Context: an optimization exercise on an open-source flow, tuned for small area, a short achievable clock period and few clock cycles per item. The choices shown serve that exercise and are no tape-out recipe.
In this exercise RTL edits were held to simulation tests only and were not proved equivalent to the original.
Power figures rest on the tool's default switching activity, not on a simulated workload.

## north
==> flow/design.v <==
`timescale 1ns / 1ps
module sha1_message_digest (
    input  logic                            aclk,
    input  logic                            aresetn,
    input  logic                            s_tvalid,
    output logic                            s_tready,
    input  logic [7:0]          s_tdata,    
    input  logic                            s_tlast,
    output logic                            m_tvalid,
    input  logic                            m_tready,
    output logic [31:0]         m_tdata,    
    output logic [2:0]          m_tuser,    
    output logic                            m_tlast
);
    localparam logic [31:0] H_INIT_0 = 32'h67452301;
    localparam logic [31:0] H_INIT_1 = 32'hEFCDAB89;
    localparam logic [31:0] H_INIT_2 = 32'h98BADCFE;
    localparam logic [31:0] H_INIT_3 = 32'h10325476;
    localparam logic [31:0] H_INIT_4 = 32'hC3D2E1F0;
    localparam logic [31:0] K_ROUND_0 = 32'h5A827999;
    localparam logic [31:0] K_ROUND_1 = 32'h6ED9EBA1;
    localparam logic [31:0] K_ROUND_2 = 32'h8F1BBCDC;
    localparam logic [31:0] K_ROUND_3 = 32'hCA62C1D6;
    function automatic logic [31:0] h_init_rev(input logic [2:0] i);
        case (i)
            3'd0:    h_init_rev = H_INIT_4;
            3'd1:    h_init_rev = H_INIT_3;
            3'd2:    h_init_rev = H_INIT_2;
            3'd3:    h_init_rev = H_INIT_1;
            default: h_init_rev = H_INIT_0;
        endcase
    endfunction
    function automatic logic [31:0] add3(input logic [31:0] x, input logic [31:0] y,
                                         input logic [31:0] z);
        logic [31:0] s, c;
        s = x ^ y ^ z;
        c = (x & y) | (x & z) | (y & z);
        add3 = s + {c[30:0], 1'b0};
    endfunction
    logic [31:0]  h0, h1, h2, h3, h4;       
    logic [31:0]  va, vb, vc, vd, ve;       
    logic [31:0]  fr;                       
    logic [511:0] w;                        
    logic [31:0]  q;                        
    logic         qv;                       
    logic         qf;                       
    logic [2:0]   qfi;                      
    logic [3:0]   qnt;                      
    logic [31:0]  pre;                      
    logic [31:0]  wnx;                      
    logic         pv;                       
    logic         pf;                       
    logic [2:0]   pfi;                      
    logic [3:0]   pnt;                      
    logic [6:0]   n;                        
    logic         m_lo, m_sch, m_fin, m_push, m_in, m_15, m_80, m_84;   
    logic [1:0]   kph;                      
    logic [3:0]   ks;                       
    logic         ps_w15, ps_w14, ps_wnx, ps_h4;    
    logic [4:0]   ps_i;                     
    logic [5:0]   pos;                      
    logic         wrdy;                     
    logic         early;                    
    logic         pad, padmark, markhi, lastblk, first, fake;
    logic [60:0]  bcnt;                     
    logic [5:0]   bc_lo;                    
    logic [54:0]  bc_hi;                    
    logic [4:0]   bc_cy;                    
    logic         rdy;
    logic         mval;
    logic [2:0]   midx;
    logic [4:0]   osel;                     
    assign s_tready = rdy;
    assign m_tvalid = mval;
    assign m_tuser  = midx;
    assign m_tlast  = osel[4];
    assign m_tdata  = h0;
    logic        ffire, f5fire, lastf5;
    logic [31:0] rnd_t, va_in, vc_in, f_next;
    assign ffire  = pv & pf;
    assign f5fire = ffire & (pfi == 3'd4);
    assign lastf5 = f5fire & lastblk;
    always_comb begin
        rnd_t = add3({va[26:0], va[31:27]}, fr, pre);
        if (pf) va_in = lastblk ? h_init_rev(pfi) : pre;
        else    va_in = rnd_t;
        vc_in = pf ? vb : {vb[1:0], vb[31:2]};
        f_next = ({32{pnt[1]}} & ((va & vc_in) | (~va & vc)))
               | ({32{pnt[2]}} & (va ^ vc_in ^ vc))
               | ({32{pnt[3]}} & ((va & vc_in) | (va & vc) | (vc_in & vc)));
    end
    logic        pre_en, cons, esh;
    logic [31:0] kc, px, py, wsched, pre_sum, q_sum;
    assign cons   = m_lo & (wrdy | early);
    assign esh    = m_fin & wrdy & ~early;
    assign pre_en = cons | m_sch | (m_fin & ~(m_80 & mval));
    always_comb begin
        wsched = wnx;
        kc = ({32{ks[0]}} & K_ROUND_0) | ({32{ks[1]}} & K_ROUND_1)
           | ({32{ks[2]}} & K_ROUND_2) | ({32{ks[3]}} & K_ROUND_3);
        px = pv ? vd : ve;
        py = ({32{ps_w15}} & w[31:0]) | ({32{ps_w14}} & w[63:32]) | ({32{ps_wnx}} & wsched)
           | ({32{ps_h4}} & h4)
           | ({32{ps_i[0]}} & H_INIT_4) | ({32{ps_i[1]}} & H_INIT_3) | ({32{ps_i[2]}} & H_INIT_2)
           | ({32{ps_i[3]}} & H_INIT_1) | ({32{ps_i[4]}} & H_INIT_0);
        q_sum   = py + kc;
        pre_sum = px + q;
    end
    logic [6:0] n_inc, n_n;
    logic       d_lo, d_sch, d_fin, d_push, d_in, d_15, d_80, d_84;
    logic [1:0] d_kph;
    always_comb begin
        n_inc = m_84 ? 7'd0 : n + 7'd1;
        n_n   = pre_en ? n_inc : n;
        d_lo   = (n_n <= 7'd15);
        d_sch  = (n_n >= 7'd16) && (n_n <= 7'd79);
        d_fin  = (n_n >= 7'd80);
        d_push = (n_n >= 7'd16) && (n_n <= 7'd78);
        d_in   = (n_n >= 7'd79);
        d_15   = (n_n == 7'd15);
        d_80   = (n_n == 7'd80);
        d_84   = (n_n == 7'd84);
        if (n_n < 7'd20)      d_kph = 2'd0;
        else if (n_n < 7'd40) d_kph = 2'd1;
        else if (n_n < 7'd60) d_kph = 2'd2;
        else                  d_kph = 2'd3;
    end
    logic        can_in, acc, padpush, bpush, wpush, spush, wshift, is_lenlo;
    logic [7:0]  bv;
    logic [31:0] wv;
    logic [5:0]  pos_n;
    logic        wrdy_n, pad_n, early_n, free_n, first_n;
    assign can_in  = (m_in | m_lo) & (~wrdy | esh | (m_lo & ~early & ~m_15));
    assign acc     = s_tvalid & rdy;
    assign padpush = pad & can_in;
    assign bpush   = acc | (padpush & (pos[1:0] != 2'd0));
    assign wpush   = padpush & (pos[1:0] == 2'd0);
    assign spush   = m_push;
    assign wshift  = (cons & ~early & ~m_15) | spush | esh;
    assign bv      = pad ? (padmark ? 8'h80 : 8'h00) : s_tdata;
    assign bcnt    = {bc_hi, bc_lo};
    assign is_lenlo = ~padmark & ~markhi & (pos == 6'd60);
    always_comb begin
        if (padmark)                             wv = 32'h80000000;
        else if (~markhi && pos == 6'd56)        wv = bcnt[60:29];
        else if (~markhi && pos == 6'd60)        wv = {bcnt[28:0], 3'b000};
        else                                     wv = 32'd0;
    end
    always_comb begin
        pos_n = pos;
        if (bpush)      pos_n = pos + 6'd1;
        else if (wpush) pos_n = {pos[5:2] + 4'd1, 2'b00};
        if ((bpush & (pos[1:0] == 2'd3)) | wpush) wrdy_n = 1'b1;
        else if ((cons & ~early) | esh)           wrdy_n = 1'b0;
        else                                      wrdy_n = wrdy;
        first_n = f5fire ? lastblk : first;
        if (esh)                       early_n = 1'b1;
        else if (cons)                 early_n = 1'b0;
        else                           early_n = early;
        free_n = ~wrdy_n | (d_fin & ~early_n) | (d_lo & ~early_n & ~d_15);
        if (acc & s_tlast)             pad_n = 1'b1;
        else if (wpush & is_lenlo)     pad_n = 1'b0;
        else                           pad_n = pad;
    end
    always_ff @(posedge aclk) begin
        if (!aresetn) begin
            n       <= 7'd80;
            m_lo    <= 1'b0;
            m_sch   <= 1'b0;
            m_fin   <= 1'b1;
            m_push  <= 1'b0;
            m_in    <= 1'b1;
            m_15    <= 1'b0;
            m_80    <= 1'b1;
            m_84    <= 1'b0;
            kph     <= 2'd0;
            ks      <= 4'd0;
            ps_w15  <= 1'b0;
            ps_w14  <= 1'b0;
            ps_wnx  <= 1'b0;
            ps_h4   <= 1'b0;
            ps_i    <= 5'd1;
            qv      <= 1'b0;
            pv      <= 1'b0;
            pos     <= '0;
            wrdy    <= 1'b0;
            early   <= 1'b0;
            pad     <= 1'b0;
            padmark <= 1'b0;
            markhi  <= 1'b0;
            lastblk <= 1'b1;
            first   <= 1'b1;
            fake    <= 1'b1;
            bc_lo   <= '0;
            bc_hi   <= '0;
            bc_cy   <= '0;
            rdy     <= 1'b1;
            mval    <= 1'b0;
            midx    <= '0;
            osel    <= 5'd1;
        end else begin
            n      <= n_n;
            m_lo   <= d_lo;
            m_sch  <= d_sch;
            m_fin  <= d_fin;
            m_push <= d_push;
            m_in   <= d_in;
            m_15   <= d_15;
            m_80   <= d_80;
            m_84   <= d_84;
            kph    <= d_kph;
            ks     <= {d_kph == 2'd3, d_kph == 2'd2, d_kph == 2'd1, d_kph == 2'd0} & {4{~d_fin}};
            ps_w15 <= d_lo & ~early_n;
            ps_w14 <= d_lo & early_n;
            ps_wnx <= d_sch;
            ps_h4  <= d_fin & ~first_n;
            ps_i   <= {n_n == 7'd84, n_n == 7'd83, n_n == 7'd82, n_n == 7'd81, n_n == 7'd80}
                      & {5{first_n}};
            qv     <= pre_en;
            pv     <= qv;
            pos    <= pos_n;
            wrdy   <= wrdy_n;
            early  <= early_n;
            pad    <= pad_n;
            rdy    <= ~pad_n & (d_in | d_lo) & free_n;
            if (acc & s_tlast) padmark <= 1'b1;
            else if (padpush)  padmark <= 1'b0;
            if (padpush) begin
                if (pos_n == 6'd0)                    markhi <= 1'b0;
                else if (padmark && pos >= 6'd56)     markhi <= 1'b1;
            end
            if (wpush & is_lenlo) begin
                bc_lo   <= '0;
                bc_hi   <= '0;
                bc_cy   <= '0;
                lastblk <= 1'b1;
            end else begin
                if (acc) bc_lo <= bc_lo + 6'd1;
                bc_cy[0] <= acc & (bc_lo == 6'd63);
                for (int k = 0; k < 5; k++) begin
                    if (bc_cy[k]) bc_hi[k*11 +: 11] <= bc_hi[k*11 +: 11] + 11'd1;
                    if (k < 4) bc_cy[k+1] <= bc_cy[k] & (bc_hi[k*11 +: 11] == 11'h7FF);
                end
            end
            first  <= first_n;
            if (lastf5) begin
                lastblk <= 1'b0;
                fake    <= 1'b0;
                mval    <= ~fake;
                midx    <= '0;
                osel    <= 5'd1;
            end else if (mval & m_tready) begin
                if (osel[4]) begin
                    mval <= 1'b0;
                    midx <= '0;
                end else begin
                    midx <= midx + 3'd1;
                end
                osel <= {osel[3:0], osel[4]};
            end
        end
    end
    always_ff @(posedge aclk) begin
        if (pv) begin
            va <= va_in;
            vb <= va;
            vc <= vc_in;
            vd <= vc;
            ve <= vd;
            fr <= f_next;
        end
        if ((m_fin & ~(m_80 & mval)) | ffire) begin
            h0 <= pre;
            h1 <= h0;
            h2 <= h1;
            h3 <= h2;
            h4 <= h3;
        end else if (mval & m_tready & ~osel[4]) begin
            h0 <= ({32{osel[0]}} & h1) | ({32{osel[1]}} & h2) | ({32{osel[2]}} & h3)
                | ({32{osel[3]}} & h4);
        end
    end
    logic [511:0] w_d;
    logic [31:0]  wnx_d;
    always_comb begin
        w_d = w;
        if (wshift) w_d[511:32] = w[479:0];
        wnx_d = w_d[95:64] ^ w_d[255:224] ^ w_d[447:416] ^ w_d[511:480];
        wnx_d = {wnx_d[30:0], wnx_d[31]};
    end
    always_ff @(posedge aclk) begin
        wnx <= wnx_d;
        q   <= q_sum;
        pre <= pre_sum;
        if (pre_en) begin
            qf  <= m_fin;
            qfi <= n[2:0];
            qnt <= {d_kph == 2'd2, d_kph[0], d_kph == 2'd0, 1'b0} & {4{~d_fin}};
        end
        if (qv) begin
            pf  <= qf;
            pfi <= qfi;
            pnt <= qnt;
        end
        if (wshift) begin
            w[511:32] <= w[479:0];
        end
        if (bpush) begin
            w[31:0] <= {w[23:0], bv};
        end else if (wpush) begin
            w[31:0] <= wv;
        end else if (spush) begin
            w[31:0] <= wsched;
        end
    end
endmodule
export LEC_CHECK = 0
export ABC_CLOCK_PERIOD_IN_PS = 3000
export CAP_MARGIN = 20
export CORE_MARGIN = 2
export CORE_UTILIZATION = 40
export SETUP_SLACK_MARGIN = 4.5
export SLEW_MARGIN = 20
create_clock -name core_clock -period 8.0 [get_ports {aclk}]
run.sh (not shown) runs the stock make flow with config.mk's settings and CLKGATE_MAP_FILE= SYNTH_SCRIPT=/design/flow/synth_recipe.tcl, a recipe that flattens the netlist after the stock synthesis.
Testbench counts of north, summed over its fixed seeds: cycles 102,666, bytes 44,818.
## Diff of input files: south against north
--- a/flow/design.v
+++ b/flow/design.v
@@ -41,11 +41,6 @@
     logic [31:0]  va, vb, vc, vd, ve;       
     logic [31:0]  fr;                       
     logic [511:0] w;                        
-    logic [31:0]  q;                        
-    logic         qv;                       
-    logic         qf;                       
-    logic [2:0]   qfi;                      
-    logic [3:0]   qnt;                      
     logic [31:0]  pre;                      
     logic [31:0]  wnx;                      
     logic         pv;                       
@@ -90,7 +85,7 @@
                | ({32{pnt[3]}} & ((va & vc_in) | (va & vc) | (vc_in & vc)));
     end
     logic        pre_en, cons, esh;
-    logic [31:0] kc, px, py, wsched, pre_sum, q_sum;
+    logic [31:0] kc, px, py, wsched, pre_sum;
     assign cons   = m_lo & (wrdy | early);
     assign esh    = m_fin & wrdy & ~early;
     assign pre_en = cons | m_sch | (m_fin & ~(m_80 & mval));
@@ -103,8 +98,7 @@
            | ({32{ps_h4}} & h4)
            | ({32{ps_i[0]}} & H_INIT_4) | ({32{ps_i[1]}} & H_INIT_3) | ({32{ps_i[2]}} & H_INIT_2)
            | ({32{ps_i[3]}} & H_INIT_1) | ({32{ps_i[4]}} & H_INIT_0);
-        q_sum   = py + kc;
-        pre_sum = px + q;
+        pre_sum = add3(px, py, kc);
     end
     logic [6:0] n_inc, n_n;
     logic       d_lo, d_sch, d_fin, d_push, d_in, d_15, d_80, d_84;
@@ -180,7 +174,6 @@
             ps_wnx  <= 1'b0;
             ps_h4   <= 1'b0;
             ps_i    <= 5'd1;
-            qv      <= 1'b0;
             pv      <= 1'b0;
             pos     <= '0;
             wrdy    <= 1'b0;
@@ -216,8 +209,7 @@
             ps_h4  <= d_fin & ~first_n;
             ps_i   <= {n_n == 7'd84, n_n == 7'd83, n_n == 7'd82, n_n == 7'd81, n_n == 7'd80}
                       & {5{first_n}};
-            qv     <= pre_en;
-            pv     <= qv;
+            pv     <= pre_en;
             pos    <= pos_n;
             wrdy   <= wrdy_n;
             early  <= early_n;
@@ -269,7 +261,7 @@
             ve <= vd;
             fr <= f_next;
         end
-        if ((m_fin & ~(m_80 & mval)) | ffire) begin
+        if ((pre_en & m_fin) | f5fire) begin
             h0 <= pre;
             h1 <= h0;
             h2 <= h1;
@@ -290,17 +282,11 @@
     end
     always_ff @(posedge aclk) begin
         wnx <= wnx_d;
-        q   <= q_sum;
-        pre <= pre_sum;
         if (pre_en) begin
-            qf  <= m_fin;
-            qfi <= n[2:0];
-            qnt <= {d_kph == 2'd2, d_kph[0], d_kph == 2'd0, 1'b0} & {4{~d_fin}};
-        end
-        if (qv) begin
-            pf  <= qf;
-            pfi <= qfi;
-            pnt <= qnt;
+            pre <= pre_sum;
+            pf  <= m_fin;
+            pfi <= n[2:0];
+            pnt <= {d_kph == 2'd2, d_kph[0], d_kph == 2'd0, 1'b0} & {4{~d_fin}};
         end
         if (wshift) begin
             w[511:32] <= w[479:0];
Results
Total power divided by cell area: south > north
Taking north as the reference point, the mean instance size in the synthesized netlist of south rises by about 5%.
Synthesized cell count delta for south relative to north: 8.6% lower
Changes observed in south relative to north: instance area after placement went down 4.4%, fraction of the cycle the final worst path needs rose by 3.2 points.
Testbench counts of south, summed over its fixed seeds: cycles 102,660, bytes 44,818.

separate check: timing with driven ports:
Ports are ideal in the flow. The routed layouts listed here were re-timed in OpenROAD. Step 1: set_driving_cell puts a clkbuf_16 on aclk and a buf_2 on each other input, an assumption about the parent block. Step 2 times the ports against the registers' clock, not the clock port: input delays grow and output delays shrink by t, the midpoint of the rising clock arrivals with the driver on. Slacks: ideal ports / drivers / drivers and shift; pairs: ideal ports / drivers.
run	t, ns	setup slack, ns	hold WS [ns]	worst setup path at the end	worst register clock-pin slew, ns
north	0.765	4.437 / 4.437 / 4.080	0.353 / 0.353 / 0.353	input to register	0.07 / 0.07
south	0.757	4.182 / 4.182 / 4.032	0.405 / 0.405 / 0.405	input to register	0.07 / 0.07
After both steps every run listed still meets setup and hold. For north, which loses most, drivers alone change the setup slack by 0.000 ns; drivers and shift together by -0.357 ns.
